This design comes from an exercise in tuning for small area, a short achievable clock period and few clock cycles per item on the open sky130 flow, not from production work. At most, simulation tests tie the RTL to the original design; equivalence was not proved. Function not checked in runs 3 and 4: the RTL went through the layout flow alone. Power and IR drop assume default switching activity.

===== config.mk =====
export PLATFORM = sky130hd
export DESIGN_NAME = fir_decimator_top
export DESIGN_NICKNAME = fir_decimator_top
export VERILOG_FILES = /design/flow/design.v
export SDC_FILE = /design/flow/constraint.sdc
export NUM_CORES = 4
export LEC_CHECK = 0
export CAP_MARGIN = 20
export CORE_MARGIN = 2
export CORE_UTILIZATION = 40
export SETUP_SLACK_MARGIN = 4.2
export SLEW_MARGIN = 20

===== constraint.sdc =====
create_clock -name core_clock -period 6.5 [get_ports {clk}]
set_input_delay 1.3000 -clock core_clock [delete_from_list [all_inputs] [get_ports {clk}]]
set_output_delay 1.3000 -clock core_clock [all_outputs]
set_load 0.01 [all_outputs]

===== design.v =====
`default_nettype none
package fir_pkg;
	typedef logic signed [5-1:0] sample_t;  
	typedef logic signed [9-1:0] coef_t;    
	typedef logic signed [17-1:0] acc_t;      
	typedef enum logic [2:0] {
		PH_INIT,
		PH0,
		PH1,
		PH2,
		PH3,
		PH4
	} phase_t;
endpackage
`default_nettype wire
`default_nettype none
module fir_decimator_top
(
	input wire logic clk,
	input wire logic resetn,
	input wire logic in_valid,
	input wire fir_pkg::sample_t data_in,
	input wire logic out_credit,
	output logic in_credit,
	output logic out_valid,
	output fir_pkg::sample_t data_out
);
	logic [4:0] m1;              
	logic [6:0] m3;              
	logic [7:0] m5;              
	logic [4:0] sel;             
	logic [4:0] nph;             
	logic done1;                 
	logic pend;                  
	logic ov;
	logic [4:0] res;
	logic [4:0] res_nx;
	logic [1:0] ocred;           
	logic [2:0] owe;             
	logic [3:0] commit;          
	logic icr;
	logic first;
	logic [4:0] u;
	logic [1:0] ocred_nx;
	logic [1:0] ocred_s;
	logic [3:0] commit_s;
	logic icr_nx;
	logic send;
	logic pend_nx;
	assign first = sel[0];
	assign u = {~data_in[4], data_in[3:0]};
	logic [13:0] r10;
	assign r10 = ({14{sel[0]}} & 14'({5'(m1), 4'd0}))
		| ({14{sel[1]}} & 14'({5'(m1), 4'd0}))
		| ({14{sel[2]}} & 14'({5'(~m1), 1'd0}))
		| ({14{sel[3]}} & 14'({5'(~m1), 3'd0}))
		| ({14{sel[4]}} & 14'(5'(m1)));
	logic [13:0] r11;
	assign r11 = ({14{sel[0]}} & 14'({5'(~m1), 1'd0}))
		| ({14{sel[1]}} & 14'(7'(~m3)))
		| ({14{sel[3]}} & 14'(5'(~m1)));
	logic [13:0] r20;
	assign r20 = ({14{sel[0]}} & 14'({7'(m3), 6'd0}))
		| ({14{sel[1]}} & 14'({7'(m3), 5'd0}))
		| ({14{sel[3]}} & 14'({8'(~m5), 3'd0}))
		| ({14{sel[4]}} & 14'({5'(~m1), 4'd0}));
	logic [13:0] r21;
	assign r21 = ({14{sel[0]}} & 14'(5'(m1)))
		| ({14{sel[1]}} & 14'(7'(m3)))
		| ({14{sel[2]}} & 14'(7'(~m3)))
		| ({14{sel[3]}} & 14'(5'(m1)))
		| ({14{sel[4]}} & 14'({5'(m1), 1'd0}));
	logic [13:0] r30;
	assign r30 = ({14{sel[0]}} & 14'({5'(~m1), 4'd0}))
		| ({14{sel[1]}} & 14'({8'(~m5), 3'd0}))
		| ({14{sel[3]}} & 14'({7'(m3), 5'd0}))
		| ({14{sel[4]}} & 14'({7'(m3), 6'd0}));
	logic [13:0] r31;
	assign r31 = ({14{sel[0]}} & 14'({5'(m1), 1'd0}))
		| ({14{sel[1]}} & 14'(5'(m1)))
		| ({14{sel[2]}} & 14'(7'(~m3)))
		| ({14{sel[3]}} & 14'(7'(m3)))
		| ({14{sel[4]}} & 14'(5'(m1)));
	logic [10:0] r40;
	assign r40 = ({11{sel[0]}} & 11'(5'(m1)))
		| ({11{sel[1]}} & 11'({5'(~m1), 3'd0}))
		| ({11{sel[2]}} & 11'({5'(~m1), 1'd0}))
		| ({11{sel[3]}} & 11'({5'(m1), 4'd0}))
		| ({11{sel[4]}} & 11'({5'(m1), 4'd0}));
	logic [10:0] r41;
	assign r41 = ({11{sel[1]}} & 11'(5'(~m1)))
		| ({11{sel[3]}} & 11'(7'(~m3)))
		| ({11{sel[4]}} & 11'({5'(~m1), 1'd0}));
	logic [13:0] acc1, a1, s1, c1, n1;
	logic [1:0] cr1, ca1, nc1;
	assign a1 = first ? acc2 : acc1;
	assign ca1 = first ? cr2 : cr1;
	assign s1 = a1 ^ r10 ^ r11;
	assign c1 = {(a1[12:0] & r10[12:0]) | (a1[12:0] & r11[12:0]) | (r10[12:0] & r11[12:0]), 1'b0};
	assign {nc1[0], n1[4:0]} = {1'b0, s1[4:0]} + {1'b0, c1[4:0]};
	assign {nc1[1], n1[8:5]} = {1'b0, s1[8:5]} + {1'b0, c1[8:5]} + 5'(ca1[0]);
	assign n1[13:9] = s1[13:9] + c1[13:9] + 5'(ca1[1]);
	logic [13:0] acc2, a2, s2, c2, n2;
	logic [1:0] cr2, ca2, nc2;
	assign a2 = first ? acc3 : acc2;
	assign ca2 = first ? cr3 : cr2;
	assign s2 = a2 ^ r20 ^ r21;
	assign c2 = {(a2[12:0] & r20[12:0]) | (a2[12:0] & r21[12:0]) | (r20[12:0] & r21[12:0]), 1'b0};
	assign {nc2[0], n2[4:0]} = {1'b0, s2[4:0]} + {1'b0, c2[4:0]};
	assign {nc2[1], n2[8:5]} = {1'b0, s2[8:5]} + {1'b0, c2[8:5]} + 5'(ca2[0]);
	assign n2[13:9] = s2[13:9] + c2[13:9] + 5'(ca2[1]);
	logic [13:0] acc3, a3, s3, c3, n3;
	logic [1:0] cr3, ca3, nc3;
	assign a3 = first ? 14'(acc4) : acc3;
	assign ca3 = first ? 2'(cr4) : cr3;
	assign s3 = a3 ^ r30 ^ r31;
	assign c3 = {(a3[12:0] & r30[12:0]) | (a3[12:0] & r31[12:0]) | (r30[12:0] & r31[12:0]), 1'b0};
	assign {nc3[0], n3[4:0]} = {1'b0, s3[4:0]} + {1'b0, c3[4:0]};
	assign {nc3[1], n3[8:5]} = {1'b0, s3[8:5]} + {1'b0, c3[8:5]} + 5'(ca3[0]);
	assign n3[13:9] = s3[13:9] + c3[13:9] + 5'(ca3[1]);
	logic [10:0] acc4, a4, s4, c4, n4;
	logic [1:0] cr4, ca4, nc4;
	assign a4 = first ? 11'd366 : acc4;
	assign ca4 = first ? 2'd0 : cr4;
	assign s4 = a4 ^ r40 ^ r41;
	assign c4 = {(a4[9:0] & r40[9:0]) | (a4[9:0] & r41[9:0]) | (r40[9:0] & r41[9:0]), 1'b0};
	assign {nc4[0], n4[4:0]} = {1'b0, s4[4:0]} + {1'b0, c4[4:0]};
	assign {nc4[1], n4[8:5]} = {1'b0, s4[8:5]} + {1'b0, c4[8:5]} + 5'(ca4[0]);
	assign n4[10:9] = s4[10:9] + c4[10:9] + 2'(ca4[1]);
	assign res_nx = 5'((acc1 + (14'(cr1[0]) << 5) + (14'(cr1[1]) << 9)) >> 9) + 5'd3;
	always_ff @(posedge clk)
	begin
		acc1 <= n1;
		cr1 <= nc1;
	end
	always_ff @(posedge clk, negedge resetn)
	begin
		if (!resetn)
		begin
			acc2 <= 14'd14046;
			cr2 <= '0;
			acc3 <= 14'd7607;
			cr3 <= '0;
			acc4 <= 11'd1168;
			cr4 <= '0;
		end
		else
		begin
			acc2 <= n2;
			cr2 <= nc2;
			acc3 <= n3;
			cr3 <= nc3;
			acc4 <= n4;
			cr4 <= nc4;
		end
	end
	assign out_valid = ov;
	assign data_out = res;
	assign in_credit = icr;
	assign send = ov;
	assign ocred_nx = ocred - {1'b0, send} + {1'b0, out_credit};
	assign ocred_s = ocred - {1'b0, send};
	assign commit_s = commit - (send ? 4'd5 : 4'd0);
	assign icr_nx = (owe != 3'd0) && ((commit_s <= 4'd8) || ((ocred_s != 2'd0) && (commit_s <= 4'd13)));
	assign pend_nx = done1 || (pend && !send);
	always_ff @(posedge clk)
	begin
		m1 <= u;
		m3 <= {2'b0, u} + {1'b0, u, 1'b0};
		m5 <= {3'b0, u} + {1'b0, u, 2'b0};
		if (done1)
			res <= res_nx;
	end
	always_ff @(posedge clk, negedge resetn)
	begin
		if (!resetn)
		begin
			nph <= 5'd1;
			sel <= 5'd0;
			done1 <= 1'b0;
			pend <= 1'b0;
			ov <= 1'b0;
			ocred <= 2'd2;
			owe <= 3'd0;
			commit <= 4'd4;
			icr <= 1'b0;
		end
		else
		begin
			sel <= in_valid ? nph : 5'd0;
			if (in_valid)
				nph <= {nph[3:0], nph[4]};
			done1 <= sel[4];
			pend <= pend_nx;
			ov <= pend_nx && (ocred_s != 2'd0);
			ocred <= ocred_nx;
			owe <= owe + {2'b0, in_valid} - {2'b0, icr_nx};
			commit <= commit_s + {3'b0, icr_nx};
			icr <= icr_nx;
		end
	end
endmodule
`default_nettype wire

===== run.sh =====
#!/bin/bash
# synth_recipe.tcl (not shown) runs the flow's synth.tcl, then flattens the netlist and writes it again
# the make line also repeats each setting of config.mk as NAME=value (left out here)
make -C /OpenROAD-flow-scripts/flow DESIGN_CONFIG=/design/flow/config.mk WORK_HOME=/design/flow/orfs CLKGATE_MAP_FILE= SYNTH_SCRIPT=/design/flow/synth_recipe.tcl finish

==> metrics.cfg, run 1 <==
[grt]
grt_pass1_wl_mm = 29.19
gr-total-overflow = 0
grt_max_degree = 69
met2_usage_pct = 34.55
met1_usage_pct = 26.37
top_usage_layer = met2
track_usage_pct = 20.78
grt_pass1_vias = 5477
use_met3_pct = 5.224
antenna_found_initial = 0

[sta]
rsz0062_at_grt = yes
fin_worst_skew_ns = 0.009647
fin_setup_tns_ns = 0
tightest_slew_ns = 0.8842
fin_crit_sh_pct = 41.67
finalCriticalPeriod_ns = 2.709
slew_headroom_pct = 41.05
max_freq_ghz = 0.3692
report.final.slew_viol_count = 0
finalSetupViolations = 0
final-hold-violation-count = 0

[finish]
finalNetCount = 887
drive_above_1_share_pct = 45.36
n_antenna_cell = 0
postLayoutCoreUtil_pct = 55.20
area.growth.synth_to_final_pct = 34.12

[setup_path]
cp-start-kind = flip-flop
cp.required_ns = 6.80
end_kind = flip-flop
rr_worst_depth = 9
crit_type = flip-flop to flip-flop
cp_max_fo = 6
worstPathArrival_ns = 3.01

[job]
maxCapViolCount = 0

[cts]
cts_sinks = 106
cts-htree-levels = 3
cts_made_buffers = 9
cts_tree = done
ctsLongestPathBuffers = 2
insertion_delay_ns = 0.36
root_buffer = clkbuf_16
cts_hold_buf = 0
clk_pin_slew_worst_paths_ns = 0.07

[floorplanning]
fp.dieH_um = 137.6
die_x_um = 137.6
dieArea_um2 = 18940
initial_core_util_pct = 41.15
design.core.area_um2 = 17360
ios = 16
rows = 48

[routing]
drt_wl_total_mm = 18.47
wl_per_cell_um = 18.65
first_pass_iters = 5
drtIter0Drc = 327
antenna_left = 0
via_per_inst = 5.311
vias = 5258
drcViolationCount = 0

[place]
hpwl_mm = 11.92
portBuffers = 15
place.gp.congestion = 0.8680

[status]
status = timing/DRC/antenna clean

[worst_hold_path]
hold_depth = 1
hold_path.class = flip-flop to flip-flop

[synthesis]
yosysMostFrequentCell = inv_1
synth_cell_types = 48
synth_seq_cells = 106
ys_seq_area_share_pct = 35.63
syn_inst = 675
async_flop_share_pct = 64.15
synth_fp_nets = 802
synth_edf_count = 5
synth_commonest_cells = 87 x inv_1, 76 x ha_1, 42 x dfrtp_1, 42 x fa_1, 41 x mux2_2
synth_warnings = 1
synth_top_area_share_pct = 14.71
netlist_area_um2 = 7143
yosysTopAreaCell = dfrtp_1
synth_ff_type = dfrtp_1
synth_area_leaders = dfrtp_1 15%, ha_1 13%, fa_1 12%, dfstp_2 9.6%, dfxtp_1 9.2%
synth.avg_cell_area_um2 = 10.58

[pwr]
leakagePower_nw = 4.502
p_per_area_nw_per_um2 = 194.3
peakVddDrop_uv = 155.5

cells by family (layout without fill, tap and decap cells):
| family | after synthesis | count (layout) | synth area share, % |
|---|---|---|---|
| simple gates | 117 | 117 | 7.987 |
| compound gates | 122 | 122 | 11.00 |
| buf+inv | 112 | 202 | 6.393 |
| xor+xnor | 48 | 48 | 5.886 |
| mux | 51 | 51 | 7.865 |
| fa+ha+maj | 119 | 119 | 25.24 |
| flops | 106 | 106 | 35.63 |
flip-flops by register name, indices dropped and copies added (netlist names), 4 cells and up:
name,cells
m3,6
nph,5
acc2,14
sel,5
acc3,14
m5,8
commit,4
res,5
acc1,14
acc4,11
power breakdown:
group	internal [mW]	switching [mW]	leakage (nW)
Sequential	0.769	0.0774	1.14
Combinational	0.231	0.210	3.22
Clock	0.321	0.252	0.148
worst max-delay path, cell delays in order, from the launching register on:
cell and delay, ns:
dfrtp_4 0.58, buf_4 0.20, mux2_4 0.30, fa_1 0.49, inv_2 0.04, fa_2 0.38, fa_2 0.40, nor2b_1 0.13
o21ai_1 0.07, nand2b_1 0.06
layout by cell type, fill, tap and decap left out, drive strengths merged, types with 3 or more instances in the layout:
cell	netlist	final
nand4	4	4
mux2i	10	10
ha	76	76
o2111ai	4	4
inv	87	84
a21o	23	23
nand3	5	5
nor2b	16	16
dfstp	26	26
dfxtp	33	33
o221ai	3	3
o21ai	30	30
nor2	24	24
nor3	3	3
and2	10	10
clkbuf	9	15
or2	3	3
clkinvlp	0	5
o211ai	7	7
xor2	9	9
nand2	38	38
a22oi	7	7
fa	42	42
a211oi	6	6
dfrtp	42	42
nand2b	13	13
a21oi	30	30
clkinv	1	3
clkdlybuf4s15	0	5
buf	15	84
xnor2	39	39
edfxtp	5	5
mux2	41	41
area by class of cell:
class	instances	area (um2)
fill	1451	7776
sequential	106	2575
tap	225	281.5
clock buffer	11	252.7
inverter	88	349.1
multi-input combinational	457	4977
timing repair buffer	98	1082
clock inverter	5	62.56
path summary, 6_finish.rpt:
| kind | end | start | slack, ns |
|---|---|---|---|
| max | cr3[1]$_DFF_PN0_ | sel[0]$_DFF_PN0_ | 3.79 |
| min reg2reg | pend$_DFF_PN0_ | pend$_DFF_PN0_ | 0.48 |
| max reg2reg | cr3[1]$_DFF_PN0_ | sel[0]$_DFF_PN0_ | 3.79 |
| min in group asynchronous | acc2[0]$_DFF_PN0_ | resetn | 1.15 |
| max in group asynchronous | sel[4]$_DFF_PN0_ | resetn | 4.71 |
| min | pend$_DFF_PN0_ | pend$_DFF_PN0_ | 0.48 |
metrics by stage:
step | hold slack [ns] | total power [mW] | setup WS [ns] | area (um2) | cells
detailed placement | 0.4578 | 1.227 | 3.106 | 7691 | 894
global placement | 0.4523 | 1.195 | 3.153 | 7691 | 894
global route | 0.4834 | 1.975 | 3.716 | 9580 | 990
floorplan | 0.4433 | 1.107 | 3.914 | 7403 | 675
finish | 0.4781 | 1.861 | 3.791 | 9580 | 990
CTS | 0.4747 | 1.843 | 3.817 | 9034 | 967
metal layers:
layer / up-vias / wire length, um
li1: 2450 / -
met1: 2621 / 8002
met2: 145 / 8966
met3: 42 / 1091
met4: 0 / 405
met5: - / 0
timing repair:
action | CTS | global route
cloned | 6 | 0
endpoints found under the setup margin | 73 | 58
pin swaps | 57 | 81
gates resized for setup | 143 | 104
buffers inserted | 51 | 23
hold endpoints to repair | 0 | 0
Testbench counts, summed over its fixed seeds: cycles 12,016, results 2,400.
==> run 2: changes to the inputs <==
--- a/config.mk
+++ b/config.mk
@@ -8,5 +8,5 @@
 export CAP_MARGIN = 20
 export CORE_MARGIN = 2
 export CORE_UTILIZATION = 40
-export SETUP_SLACK_MARGIN = 4.2
+export SETUP_SLACK_MARGIN = 3.8
 export SLEW_MARGIN = 20
==> metrics.cfg, run 2 <==
[finish]
drive_above_1_share_pct = 29.95
reg_top3 = acc1: 14 flops, acc2: 14 flops, acc3: 14 flops
finalNetCount = 860
final_common_cell = inv_1
fin_area_um2 = 8643
n_antenna_cell = 0
layout_common_cells = 76 x inv_1, 68 x ha_1, 43 x buf_4
postLayoutCoreUtil_pct = 49.80
area.growth.synth_to_final_pct = 21.00

[synthesis]
yosysMostFrequentCell = inv_1
synth_commonest_cells = 87 x inv_1, 76 x ha_1, 42 x dfrtp_1, 42 x fa_1, 41 x mux2_2
async_flop_share_pct = 64.15
synth_fp_nets = 802
synth_edf_count = 5
synth.avg_cell_area_um2 = 10.58
synth_ff_type = dfrtp_1
ys_seq_area_share_pct = 35.63
synth_top_family_by_area = adder cells
synth_top_area_share_pct = 14.71
synth_adder_area_share_pct = 25.24
synth_xor_area_share_pct = 5.885
syn_inst = 675
netlist_area_um2 = 7143
synth_seq_cells = 106
muxShareOfSynthArea_pct = 7.865
yosysTopAreaCell = dfrtp_1
synth_cell_types = 48
synth_warnings = 1
synth_compound_area_share_pct = 11.00
synth_area_leaders = dfrtp_1 15%, ha_1 13%, fa_1 12%, dfstp_2 9.6%, dfxtp_1 9.2%
yosys.area_share.simple_pct = 7.987

[grt]
track_usage_pct = 19.09
grt_pass1_wl_mm = 27.28
grt_pass1_vias = 5237
grt_max_degree = 36
antenna_found_initial = 0
gr-total-overflow = 0

[sta]
fin_setup_tns_ns = 0
finalSetupViolations = 0
final-hold-violation-count = 0
slew_headroom_pct = 44.28
rsz0062_at_grt = yes
finalCriticalPeriod_ns = 2.771
max_freq_ghz = 0.3609
tightest_slew_ns = 0.8358
fin_crit_sh_pct = 42.63
report.final.slew_viol_count = 0
fin_worst_skew_ns = 0.008253

[cts]
insertion_delay_ns = 0.36
cts-htree-levels = 3
ctsLongestPathBuffers = 2
cts_sinks = 106
root_buffer = clkbuf_16
cts_tree = done
cts_made_buffers = 9
clk_pin_slew_worst_paths_ns = 0.08

[floorplanning]
dieArea_um2 = 18940
design.core.area_um2 = 17360
ios = 16
fp.dieH_um = 137.6
initial_core_util_pct = 41.15
rows = 48
die_x_um = 137.6

[setup_path]
cp_max_fo = 6
cp-start-kind = flip-flop
crit_type = flip-flop to flip-flop
worstPathArrival_ns = 3.06
cp.required_ns = 6.79
end_kind = flip-flop

[pwr]
leakagePower_nw = 4.283
p_per_area_nw_per_um2 = 208.6
peakVddDrop_uv = 130.8
totalPowerFinal_mw = 1.803

[worst_hold_path]
hold_path.class = flip-flop to flip-flop

[place]
place_area_um2 = 7475
place.gp.congestion = 0.9345
portBuffers = 15
hpwl_mm = 12.03

[routing]
first_pass_iters = 6
wl_per_cell_um = 17.77
drcViolationCount = 0
drt_wl_total_mm = 17.11
via_per_inst = 5.337
vias = 5140
antenna_left = 0
drtIter0Drc = 437

[status]
status = timing/DRC/antenna clean

[job]
maxCapViolCount = 0

==> run 2: cell counts after synthesis <==
No cell type changed its count.
==> run 2: worst max-delay path: stages, from the launching register on <==
cell and delay (ns):
dfrtp_4 0.55, buf_12 0.16, buf_16 0.13, mux2_4 0.30, fa_1 0.49, inv_2 0.04, fa_2 0.37, fa_2 0.38
buf_4 0.15, xnor2_2 0.12
==> run 2: cell families after synthesis <==
kind of cell	Yosys count
fa+ha+maj	119
simple gates	117
mux	51
flops	106
compound gates	122
buf+inv	112
xor+xnor	48
==> run 2: path summary, 6_finish.rpt <==
kind / startpoint / end / slack (ns) / depth (start not counted)
min reg2reg: pend$_DFF_PN0_ / pend$_DFF_PN0_ / 0.50 / 1
min: pend$_DFF_PN0_ / pend$_DFF_PN0_ / 0.50 / 1
max reg2reg: sel[0]$_DFF_PN0_ / acc3[7]$_DFF_PN1_ / 3.73 / 9
max in group asynchronous: resetn / sel[1]$_DFF_PN0_ / 4.47 / 2
min in group asynchronous: resetn / owe[0]$_DFF_PN0_ / 1.02 / 1
max: sel[0]$_DFF_PN0_ / acc3[7]$_DFF_PN1_ / 3.73 / 9
==> run 2: power by group <==
part / internal [mW] / switching (mW) / total [mW]
clock: 0.267 / 0.264 / 0.531
sequential: 0.769 / 0.0687 / 0.838
combinational: 0.219 / 0.215 / 0.434
==> run 2: routing by layer <==
layer | track usage [%] | up-vias | share of wire, %
met5 | 0 | - | 0
met4 | 8.133 | 0 | 3.9
met3 | 4.599 | 58 | 6.6
met2 | 29.96 | 217 | 46
met1 | 25.18 | 2481 | 44
li1 | - | 2384 | -
==> run 2: cell type report <==
| cell class | instances | area (um2) |
|---|---|---|
| well taps | 225 | 281.5 |
| fillers | 1524 | 8713 |
| repair buffers | 71 | 730.7 |
| clock inverters | 7 | 57.56 |
| inverters | 88 | 341.6 |
| multi-input cells | 457 | 4441 |
| clock buffers | 9 | 225.2 |
| flip-flops and latches | 106 | 2566 |
==> run 2: timing repair <==
action,CTS,global route
endpoints found under the setup margin,51,22
setup buffers,28,22
pin swaps,8,45
cloned,2,2
gates resized for setup,44,66
hold buffers,0,0
==> run 2: per-stage QoR <==
step	std cells	setup WS, ns	hold WS (ns)
2_1_floorplan	675	3.819	0.4433
3_3_place_gp	893	2.969	0.4578
3_5_place_dp	893	2.819	0.4874
4_1_cts	939	3.748	0.5045
5_1_grt	963	3.675	0.5272
6_report	963	3.729	0.4967
==> run 3: changes to the inputs <==
--- a/design.v
+++ b/design.v
@@ -92,42 +92,45 @@
 		| ({11{sel[3]}} & 11'(7'(~m3)))
 		| ({11{sel[4]}} & 11'({5'(~m1), 1'd0}));
 	logic [13:0] acc1, a1, s1, c1, n1;
-	logic [1:0] cr1, ca1, nc1;
+	logic [2:0] cr1, ca1, nc1;
 	assign a1 = first ? acc2 : acc1;
 	assign ca1 = first ? cr2 : cr1;
 	assign s1 = a1 ^ r10 ^ r11;
 	assign c1 = {(a1[12:0] & r10[12:0]) | (a1[12:0] & r11[12:0]) | (r10[12:0] & r11[12:0]), 1'b0};
-	assign {nc1[0], n1[4:0]} = {1'b0, s1[4:0]} + {1'b0, c1[4:0]};
-	assign {nc1[1], n1[8:5]} = {1'b0, s1[8:5]} + {1'b0, c1[8:5]} + 5'(ca1[0]);
-	assign n1[13:9] = s1[13:9] + c1[13:9] + 5'(ca1[1]);
+	assign {nc1[0], n1[3:0]} = {1'b0, s1[3:0]} + {1'b0, c1[3:0]};
+	assign {nc1[1], n1[7:4]} = {1'b0, s1[7:4]} + {1'b0, c1[7:4]} + 5'(ca1[0]);
+	assign {nc1[2], n1[10:8]} = {1'b0, s1[10:8]} + {1'b0, c1[10:8]} + 4'(ca1[1]);
+	assign n1[13:11] = s1[13:11] + c1[13:11] + 3'(ca1[2]);
 	logic [13:0] acc2, a2, s2, c2, n2;
-	logic [1:0] cr2, ca2, nc2;
+	logic [2:0] cr2, ca2, nc2;
 	assign a2 = first ? acc3 : acc2;
 	assign ca2 = first ? cr3 : cr2;
 	assign s2 = a2 ^ r20 ^ r21;
 	assign c2 = {(a2[12:0] & r20[12:0]) | (a2[12:0] & r21[12:0]) | (r20[12:0] & r21[12:0]), 1'b0};
-	assign {nc2[0], n2[4:0]} = {1'b0, s2[4:0]} + {1'b0, c2[4:0]};
-	assign {nc2[1], n2[8:5]} = {1'b0, s2[8:5]} + {1'b0, c2[8:5]} + 5'(ca2[0]);
-	assign n2[13:9] = s2[13:9] + c2[13:9] + 5'(ca2[1]);
+	assign {nc2[0], n2[3:0]} = {1'b0, s2[3:0]} + {1'b0, c2[3:0]};
+	assign {nc2[1], n2[7:4]} = {1'b0, s2[7:4]} + {1'b0, c2[7:4]} + 5'(ca2[0]);
+	assign {nc2[2], n2[10:8]} = {1'b0, s2[10:8]} + {1'b0, c2[10:8]} + 4'(ca2[1]);
+	assign n2[13:11] = s2[13:11] + c2[13:11] + 3'(ca2[2]);
 	logic [13:0] acc3, a3, s3, c3, n3;
-	logic [1:0] cr3, ca3, nc3;
+	logic [2:0] cr3, ca3, nc3;
 	assign a3 = first ? 14'(acc4) : acc3;
-	assign ca3 = first ? 2'(cr4) : cr3;
+	assign ca3 = first ? 3'(cr4) : cr3;
 	assign s3 = a3 ^ r30 ^ r31;
 	assign c3 = {(a3[12:0] & r30[12:0]) | (a3[12:0] & r31[12:0]) | (r30[12:0] & r31[12:0]), 1'b0};
-	assign {nc3[0], n3[4:0]} = {1'b0, s3[4:0]} + {1'b0, c3[4:0]};
-	assign {nc3[1], n3[8:5]} = {1'b0, s3[8:5]} + {1'b0, c3[8:5]} + 5'(ca3[0]);
-	assign n3[13:9] = s3[13:9] + c3[13:9] + 5'(ca3[1]);
+	assign {nc3[0], n3[3:0]} = {1'b0, s3[3:0]} + {1'b0, c3[3:0]};
+	assign {nc3[1], n3[7:4]} = {1'b0, s3[7:4]} + {1'b0, c3[7:4]} + 5'(ca3[0]);
+	assign {nc3[2], n3[10:8]} = {1'b0, s3[10:8]} + {1'b0, c3[10:8]} + 4'(ca3[1]);
+	assign n3[13:11] = s3[13:11] + c3[13:11] + 3'(ca3[2]);
 	logic [10:0] acc4, a4, s4, c4, n4;
 	logic [1:0] cr4, ca4, nc4;
 	assign a4 = first ? 11'd366 : acc4;
 	assign ca4 = first ? 2'd0 : cr4;
 	assign s4 = a4 ^ r40 ^ r41;
 	assign c4 = {(a4[9:0] & r40[9:0]) | (a4[9:0] & r41[9:0]) | (r40[9:0] & r41[9:0]), 1'b0};
-	assign {nc4[0], n4[4:0]} = {1'b0, s4[4:0]} + {1'b0, c4[4:0]};
-	assign {nc4[1], n4[8:5]} = {1'b0, s4[8:5]} + {1'b0, c4[8:5]} + 5'(ca4[0]);
-	assign n4[10:9] = s4[10:9] + c4[10:9] + 2'(ca4[1]);
-	assign res_nx = 5'((acc1 + (14'(cr1[0]) << 5) + (14'(cr1[1]) << 9)) >> 9) + 5'd3;
+	assign {nc4[0], n4[3:0]} = {1'b0, s4[3:0]} + {1'b0, c4[3:0]};
+	assign {nc4[1], n4[7:4]} = {1'b0, s4[7:4]} + {1'b0, c4[7:4]} + 5'(ca4[0]);
+	assign n4[10:8] = s4[10:8] + c4[10:8] + 3'(ca4[1]);
+	assign res_nx = 5'((acc1 + (14'(cr1[0]) << 4) + (14'(cr1[1]) << 8) + (14'(cr1[2]) << 11)) >> 9) + 5'd3;
 	always_ff @(posedge clk)
 	begin
 		acc1 <= n1;
--- a/config.mk
+++ b/config.mk
@@ -8,5 +8,5 @@
 export CAP_MARGIN = 20
 export CORE_MARGIN = 2
 export CORE_UTILIZATION = 40
-export SETUP_SLACK_MARGIN = 3.8
+export SETUP_SLACK_MARGIN = 4.0
 export SLEW_MARGIN = 20
==> metrics.cfg, run 3 <==
[cts]
clk_pin_slew_worst_paths_ns = 0.07
cts_made_buffers = 9
cts_hold_buf = 0
insertion_delay_ns = 0.36
root_buffer = clkbuf_16
ctsLongestPathBuffers = 2
cts-htree-levels = 3
cts_sinks = 109
cts_tree = done

[sta]
hold_ws_ns = 0.5037
finalCriticalPeriod_ns = 2.761
fin_ws_ns = 3.739
slew_headroom_pct = 38.76
report.final.slew_viol_count = 0
finalSetupViolations = 0
max_freq_ghz = 0.3622
fin_setup_tns_ns = 0
final-hold-violation-count = 0
rsz0062_at_grt = yes
fin_worst_skew_ns = 0.01433
fin_crit_sh_pct = 42.48
tightest_slew_ns = 0.9187

[routing]
via_per_inst = 5.287
wl_per_cell_um = 18.35
first_pass_iters = 5
drt_wl_total_mm = 18.38
antenna_left = 0
drcViolationCount = 0
drtIter0Drc = 379
vias = 5298

[finish]
reg_top3 = acc1: 14 flops, acc2: 14 flops, acc3: 14 flops
n_fill_cell = 1528
regArea_um2 = 2641
area.growth.synth_to_final_pct = 28.29
final_common_cell = inv_1
layout_common_cells = 86 x inv_1, 53 x ha_1, 43 x buf_4
drive_above_1_share_pct = 37.39
multi_input_area_um2 = 4798
finalNetCount = 896
n_antenna_cell = 0

[setup_path]
rr_worst_depth = 9
path_buf_inv = 2
crit_type = flip-flop to flip-flop
crit_top_cell = fa_2
end_kind = flip-flop
cp_max_fo = 7
cpMaxStageDelayCell = dfrtp_4
cp-start-kind = flip-flop
worstPathCellList = buf_16 -> mux2_4 -> fa_1 -> inv_2 -> fa_2 -> fa_2 -> nor2b_1 -> o21ai_1 -> nand2b_1
slowest_delay_ns = 0.57
cp.required_ns = 6.80
cp_top_family = adder cells
worstPathArrival_ns = 3.06
critical_path_cell_count = 9

[floorplanning]
die_x_um = 139.3
ios = 16
dieArea_um2 = 19400
design.core.area_um2 = 17960
initial_core_util_pct = 40.75
rows = 49
fp.dieH_um = 139.3

[place]
portBuffers = 15
place.gp.congestion = 0.9042
dp_slack_ns = 3.067
hpwl_mm = 11.72

[synthesis]
synth_cell_types = 54
synth_top_area_share_pct = 15.04
synth_ff_type = dfrtp_1
synth_commonest_cells = 109 x inv_1, 71 x ha_1, 48 x fa_1, 44 x dfrtp_1, 36 x nand2_1
synth_area_leaders = dfrtp_1 15%, fa_1 13%, ha_1 12%, dfstp_2 9.3%, dfxtp_1 9.3%
async_flop_share_pct = 64.22
syn_inst = 698
ys_seq_area_share_pct = 35.72
netlist_area_um2 = 7321
synth.avg_cell_area_um2 = 10.49
synth_fp_nets = 826
synth_edf_count = 5
yosysTopAreaCell = dfrtp_1
yosysMostFrequentCell = inv_1
synth_seq_cells = 109
synth_warnings = 1

[grt]
antenna_found_initial = 0
grt_max_degree = 71
track_usage_pct = 18.69
gr-total-overflow = 0
grt_pass1_vias = 5461
grt_pass1_wl_mm = 28.46

[pwr]
leakagePower_nw = 4.432
p_per_area_nw_per_um2 = 200.3
peakVddDrop_uv = 244.7

[job]
maxCapViolCount = 0

[worst_hold_path]
hold_path.class = flip-flop to flip-flop
hold_depth = 1

[status]
status = timing/DRC/antenna clean

[run 3: worst paths after layout]
kind,start,endpoint,slack (ns)
worst min register to register,owe[2]$_DFF_PN0_,owe[2]$_DFF_PN0_,0.50
worst min-delay path,owe[2]$_DFF_PN0_,owe[2]$_DFF_PN0_,0.50
max in group asynchronous,resetn,sel[1]$_DFF_PN0_,4.66
min in group asynchronous,resetn,commit[0]$_DFF_PN0_,1.14
worst max-delay path,sel[0]$_DFF_PN0_,cr2[1]$_DFF_PN0_,3.74
worst max register to register,sel[0]$_DFF_PN0_,cr2[1]$_DFF_PN0_,3.74
[run 3: where the power goes]
group	switching, mW	internal, mW
Sequential	0.0766	0.785
Combinational	0.216	0.239
Clock	0.260	0.304
Total	0.553	1.33
[run 3: area by class of cell]
type / count / share of cell area [%]
timing repair buffer: 87 / 9.992
clock buffer: 11 / 2.478
inverter: 110 / 4.556
sequential: 109 / 28.12
clock inverter: 5 / 0.7061
multi-input combinational: 451 / 51.09
tap: 229 / 3.051
[run 3: per-stage QoR]
stage               power [mW]  area [um2]  cells  util, %
finish                   1.881        9392   1002    52.28
global route             1.993        9392   1002    52.28
CTS                      1.882        8826    972    49.13
floorplan                1.133        7460    698        -
detailed placement       1.244        7726    916    43.01
global placement         1.220        7726    916    43.01
[run 3: what timing repair did]
action	in CTS	in global routing
pin swaps	37	56
setup endpoints to repair	67	45
resized for setup	114	85
gates cloned	5	2
buffers inserted	35	28
[run 3: logic make-up after synthesis]
kind of cell | count (synthesis) | synth area share (%)
buffers and inverters | 138 | 7.212
and+or+nand+nor | 125 | 8.836
AOI/OAI and AO/OA | 112 | 9.998
xor gates and xnor gates | 42 | 5.127
muxes | 53 | 7.845
adders and majority gates | 119 | 25.26
DFF | 109 | 35.72
[run 3: per-layer routing]
layer  track usage (%)  wire, um  vias up
li1                  -         -     2450
met1             24.17      7802     2619
met2             30.57      8960      190
met3             3.923      1081       39
met4             7.815       537        0
met5                 0         0        -
==> run 4: changes to the inputs <==
--- a/design.v
+++ b/design.v
@@ -92,45 +92,49 @@
 		| ({11{sel[3]}} & 11'(7'(~m3)))
 		| ({11{sel[4]}} & 11'({5'(~m1), 1'd0}));
 	logic [13:0] acc1, a1, s1, c1, n1;
-	logic [2:0] cr1, ca1, nc1;
+	logic [3:0] cr1, ca1, nc1;
 	assign a1 = first ? acc2 : acc1;
 	assign ca1 = first ? cr2 : cr1;
 	assign s1 = a1 ^ r10 ^ r11;
 	assign c1 = {(a1[12:0] & r10[12:0]) | (a1[12:0] & r11[12:0]) | (r10[12:0] & r11[12:0]), 1'b0};
-	assign {nc1[0], n1[3:0]} = {1'b0, s1[3:0]} + {1'b0, c1[3:0]};
-	assign {nc1[1], n1[7:4]} = {1'b0, s1[7:4]} + {1'b0, c1[7:4]} + 5'(ca1[0]);
-	assign {nc1[2], n1[10:8]} = {1'b0, s1[10:8]} + {1'b0, c1[10:8]} + 4'(ca1[1]);
-	assign n1[13:11] = s1[13:11] + c1[13:11] + 3'(ca1[2]);
+	assign {nc1[0], n1[2:0]} = {1'b0, s1[2:0]} + {1'b0, c1[2:0]};
+	assign {nc1[1], n1[5:3]} = {1'b0, s1[5:3]} + {1'b0, c1[5:3]} + 4'(ca1[0]);
+	assign {nc1[2], n1[8:6]} = {1'b0, s1[8:6]} + {1'b0, c1[8:6]} + 4'(ca1[1]);
+	assign {nc1[3], n1[11:9]} = {1'b0, s1[11:9]} + {1'b0, c1[11:9]} + 4'(ca1[2]);
+	assign n1[13:12] = s1[13:12] + c1[13:12] + 2'(ca1[3]);
 	logic [13:0] acc2, a2, s2, c2, n2;
-	logic [2:0] cr2, ca2, nc2;
+	logic [3:0] cr2, ca2, nc2;
 	assign a2 = first ? acc3 : acc2;
 	assign ca2 = first ? cr3 : cr2;
 	assign s2 = a2 ^ r20 ^ r21;
 	assign c2 = {(a2[12:0] & r20[12:0]) | (a2[12:0] & r21[12:0]) | (r20[12:0] & r21[12:0]), 1'b0};
-	assign {nc2[0], n2[3:0]} = {1'b0, s2[3:0]} + {1'b0, c2[3:0]};
-	assign {nc2[1], n2[7:4]} = {1'b0, s2[7:4]} + {1'b0, c2[7:4]} + 5'(ca2[0]);
-	assign {nc2[2], n2[10:8]} = {1'b0, s2[10:8]} + {1'b0, c2[10:8]} + 4'(ca2[1]);
-	assign n2[13:11] = s2[13:11] + c2[13:11] + 3'(ca2[2]);
+	assign {nc2[0], n2[2:0]} = {1'b0, s2[2:0]} + {1'b0, c2[2:0]};
+	assign {nc2[1], n2[5:3]} = {1'b0, s2[5:3]} + {1'b0, c2[5:3]} + 4'(ca2[0]);
+	assign {nc2[2], n2[8:6]} = {1'b0, s2[8:6]} + {1'b0, c2[8:6]} + 4'(ca2[1]);
+	assign {nc2[3], n2[11:9]} = {1'b0, s2[11:9]} + {1'b0, c2[11:9]} + 4'(ca2[2]);
+	assign n2[13:12] = s2[13:12] + c2[13:12] + 2'(ca2[3]);
 	logic [13:0] acc3, a3, s3, c3, n3;
-	logic [2:0] cr3, ca3, nc3;
+	logic [3:0] cr3, ca3, nc3;
 	assign a3 = first ? 14'(acc4) : acc3;
-	assign ca3 = first ? 3'(cr4) : cr3;
+	assign ca3 = first ? 4'(cr4) : cr3;
 	assign s3 = a3 ^ r30 ^ r31;
 	assign c3 = {(a3[12:0] & r30[12:0]) | (a3[12:0] & r31[12:0]) | (r30[12:0] & r31[12:0]), 1'b0};
-	assign {nc3[0], n3[3:0]} = {1'b0, s3[3:0]} + {1'b0, c3[3:0]};
-	assign {nc3[1], n3[7:4]} = {1'b0, s3[7:4]} + {1'b0, c3[7:4]} + 5'(ca3[0]);
-	assign {nc3[2], n3[10:8]} = {1'b0, s3[10:8]} + {1'b0, c3[10:8]} + 4'(ca3[1]);
-	assign n3[13:11] = s3[13:11] + c3[13:11] + 3'(ca3[2]);
+	assign {nc3[0], n3[2:0]} = {1'b0, s3[2:0]} + {1'b0, c3[2:0]};
+	assign {nc3[1], n3[5:3]} = {1'b0, s3[5:3]} + {1'b0, c3[5:3]} + 4'(ca3[0]);
+	assign {nc3[2], n3[8:6]} = {1'b0, s3[8:6]} + {1'b0, c3[8:6]} + 4'(ca3[1]);
+	assign {nc3[3], n3[11:9]} = {1'b0, s3[11:9]} + {1'b0, c3[11:9]} + 4'(ca3[2]);
+	assign n3[13:12] = s3[13:12] + c3[13:12] + 2'(ca3[3]);
 	logic [10:0] acc4, a4, s4, c4, n4;
-	logic [1:0] cr4, ca4, nc4;
+	logic [2:0] cr4, ca4, nc4;
 	assign a4 = first ? 11'd366 : acc4;
-	assign ca4 = first ? 2'd0 : cr4;
+	assign ca4 = first ? 3'd0 : cr4;
 	assign s4 = a4 ^ r40 ^ r41;
 	assign c4 = {(a4[9:0] & r40[9:0]) | (a4[9:0] & r41[9:0]) | (r40[9:0] & r41[9:0]), 1'b0};
-	assign {nc4[0], n4[3:0]} = {1'b0, s4[3:0]} + {1'b0, c4[3:0]};
-	assign {nc4[1], n4[7:4]} = {1'b0, s4[7:4]} + {1'b0, c4[7:4]} + 5'(ca4[0]);
-	assign n4[10:8] = s4[10:8] + c4[10:8] + 3'(ca4[1]);
-	assign res_nx = 5'((acc1 + (14'(cr1[0]) << 4) + (14'(cr1[1]) << 8) + (14'(cr1[2]) << 11)) >> 9) + 5'd3;
+	assign {nc4[0], n4[2:0]} = {1'b0, s4[2:0]} + {1'b0, c4[2:0]};
+	assign {nc4[1], n4[5:3]} = {1'b0, s4[5:3]} + {1'b0, c4[5:3]} + 4'(ca4[0]);
+	assign {nc4[2], n4[8:6]} = {1'b0, s4[8:6]} + {1'b0, c4[8:6]} + 4'(ca4[1]);
+	assign n4[10:9] = s4[10:9] + c4[10:9] + 2'(ca4[2]);
+	assign res_nx = 5'((acc1 + (14'(cr1[0]) << 3) + (14'(cr1[1]) << 6) + (14'(cr1[2]) << 9) + (14'(cr1[3]) << 12)) >> 9) + 5'd3;
 	always_ff @(posedge clk)
 	begin
 		acc1 <= n1;
==> metrics.cfg, run 4 <==
[status]
status = timing/DRC/antenna clean

[routing]
vias = 5336
drtIter0Drc = 509
drt_wl_total_mm = 18.70
antenna_left = 0
drcViolationCount = 0
wl_per_cell_um = 18.89
via_per_inst = 5.390
first_pass_iters = 5

[synthesis]
netlist_area_um2 = 7388
ys_seq_area_share_pct = 36.68
synth.avg_cell_area_um2 = 10.88
syn_inst = 679
synth_commonest_cells = 86 x inv_1, 69 x ha_1, 52 x fa_1, 47 x dfrtp_1, 45 x mux2_2
synth_seq_cells = 113
synth_top_area_share_pct = 15.92
yosysTopAreaCell = dfrtp_1
yosysMostFrequentCell = inv_1
async_flop_share_pct = 64.60
synth_cell_types = 45
synth_warnings = 1
synth_area_leaders = dfrtp_1 16%, fa_1 14%, ha_1 12%, dfxtp_1 9.5%, dfstp_2 9.2%
synth_fp_nets = 809
synth_edf_count = 5
synth_ff_type = dfrtp_1

[sta]
finalSetupViolations = 0
report.final.slew_viol_count = 0
fin_crit_sh_pct = 41.43
fin_worst_skew_ns = 0.007636
rsz0062_at_grt = yes
finalCriticalPeriod_ns = 2.693
max_freq_ghz = 0.3713
tightest_slew_ns = 0.9674
fin_setup_tns_ns = 0
slew_headroom_pct = 35.51
final-hold-violation-count = 0

[finish]
fin_area_um2 = 9484
reg_top3 = acc1: 14 flops, acc2: 14 flops, acc3: 14 flops
drive_above_1_share_pct = 37.06
final_common_cell = inv_1
n_antenna_cell = 0
finalNetCount = 878
area.growth.synth_to_final_pct = 28.37
n_fill_cell = 1552
layout_common_cells = 72 x inv_1, 58 x ha_1, 44 x mux2_2

[floorplanning]
fp.dieH_um = 139.9
initial_core_util_pct = 40.99
ios = 16
rows = 49
design.core.area_um2 = 18020
dieArea_um2 = 19570
die_x_um = 139.9

[job]
maxCapViolCount = 0

[grt]
top_usage_layer = met2
met2_usage_pct = 29.70
grt_pass1_vias = 5549
use_met3_pct = 4.615
track_usage_pct = 19.15
grt_pass1_wl_mm = 28.99
met1_usage_pct = 24.56
gr-total-overflow = 0
grt_max_degree = 74
antenna_found_initial = 0

[cts]
root_buffer = clkbuf_16
cts_tree = done
insertion_delay_ns = 0.43
cts_hold_buf = 0
cts_made_buffers = 17
cts_sinks = 113
ctsLongestPathBuffers = 2
cts-htree-levels = 4
clk_pin_slew_worst_paths_ns = 0.06

[place]
place_area_um2 = 7774
hpwl_mm = 11.91
place.gp.congestion = 0.9621
portBuffers = 15

[setup_path]
cp-start-kind = flip-flop
crit_type = flip-flop to flip-flop
rr_endpoint = acc1[5]$_DFF_P_
worstPathArrival_ns = 3.01
crit_path_end = acc1[5]$_DFF_P_
r2r_slack_ns = 3.81
end_kind = flip-flop
crit_start = sel[0]$_DFF_PN0_
cp_max_fo = 6
rr_worst_depth = 8
cp.required_ns = 6.81
worstReg2RegStart = sel[0]$_DFF_PN0_

[pwr]
p_per_area_nw_per_um2 = 229.8
peakVddDrop_uv = 240.7
leakagePower_nw = 4.552

[worst_hold_path]
hold_path.class = flip-flop to flip-flop
hold_depth = 1

## run 4: worst max-delay path, stage by stage (launching register included)
cell and delay (ns):
dfrtp_4 0.50, buf_12 0.15, buf_6 0.12, buf_6 0.13, mux2_4 0.30, fa_1 0.50, fa_2 0.38, fa_2 0.35
xor2_1 0.14
## run 4: cells by family after synthesis
family                   Yosys count  synth area share [%]
multiplexers                      57                 8.484
buffers and inverters            115                 6.046
AND/OR/NAND/NOR                  136                 9.416
AO/OA/AOI/OAI                    100                 9.213
adder cells (fa/ha/maj)          121                 25.77
XOR/XNOR                          37                 4.386
flip-flops                       113                 36.68
## run 4: power breakdown
group	switching [mW]	total [mW]	internal (mW)
logic	0.209	0.430	0.221
clock network	0.358	0.857	0.499
registers	0.0778	0.892	0.814
## run 4: cell type report
type | instances | area [um2] | area share (%)
well taps | 229 | 286.5 | 3.021
clock inverters | 14 | 107.6 | 1.135
repair buffers | 79 | 894.6 | 9.433
clock buffers | 18 | 439.2 | 4.631
multi-input cells | 451 | 4686 | 49.41
flip-flops and latches | 113 | 2736 | 28.85
inverters | 86 | 334.1 | 3.522
## run 4: how the worst min path moves through the flow
| stage | start | endpoint |
|---|---|---|
| floorplan | sel[4]$_DFF_PN0_ | done1$_DFF_PN0_ |
| global placement | pend$_DFF_PN0_ | pend$_DFF_PN0_ |
| finish | pend$_DFF_PN0_ | pend$_DFF_PN0_ |
| global route | pend$_DFF_PN0_ | pend$_DFF_PN0_ |
| CTS | pend$_DFF_PN0_ | pend$_DFF_PN0_ |
| detailed placement | pend$_DFF_PN0_ | pend$_DFF_PN0_ |
## run 4: metrics by stage
| stage | hold WS [ns] | setup slack [ns] | std cells | total power [mW] | util [%] |
|---|---|---|---|---|---|
| CTS | 0.4784 | 3.862 | 966 | 2.141 | 49.67 |
| floorplan | 0.4112 | 3.966 | 679 | 1.131 | - |
| global placement | 0.4592 | 3.156 | 895 | 1.219 | 43.13 |
| finish | 0.4841 | 3.807 | 990 | 2.179 | 52.62 |
| global route | 0.4975 | 3.771 | 990 | 2.300 | 52.62 |
| detailed placement | 0.4653 | 3.105 | 895 | 1.250 | 43.13 |
## run 4: layer usage
layer,wire length [um],share of wire (%)
met1,7660,41
met2,8823,47
met5,0,0
met3,1251,6.7
met4,968,5.2
## run 4: timing repair
item / in CTS / in global routing
buffers inserted: 35 / 21
gates resized for setup: 77 / 88
cloned: 4 / 3
endpoints found under the setup margin: 63 / 40
pin swaps: 21 / 60
hold endpoints to repair: 0 / 0

-- what the ideal ports hide --
The flow's constraints put no driver on any port. The routed layouts listed below were extracted and timed again, unchanged, in two steps.
Step 1: set_driving_cell puts a clkbuf_16 on clk and a buf_2 on each other input, an assumption about the parent block.
Step 2 moves the port delays by t, midway between the first and last clock arrival at a register: inputs arrive t later, outputs are due t later. That takes back most of the time a late clock gives input paths.
Three values: ideal ports, drivers, drivers and shift; two values: the first two.
run | t (ns) | slack for setup (ns) | hold WS [ns] | clock arrival spread, ns
run 1 | 0.400 | 3.791 / 3.791 / 3.791 | 0.478 / 0.478 / 0.478 | 0.010 / 0.010
run 2 | 0.396 | 3.729 / 3.705 / 3.492 | 0.497 / 0.497 / 0.497 | 0.008 / 0.008
run 3 | 0.391 | 3.739 / 3.739 / 3.739 | 0.504 / 0.504 / 0.504 | 0.014 / 0.015
run 4 | 0.461 | 3.807 / 3.807 / 3.461 | 0.484 / 0.484 / 0.484 | 0.008 / 0.008
After both steps setup and hold are still met in every run listed. The setup slack of run 4, which loses most, moves by 0.000 ns with the drivers and by -0.346 ns with both steps.
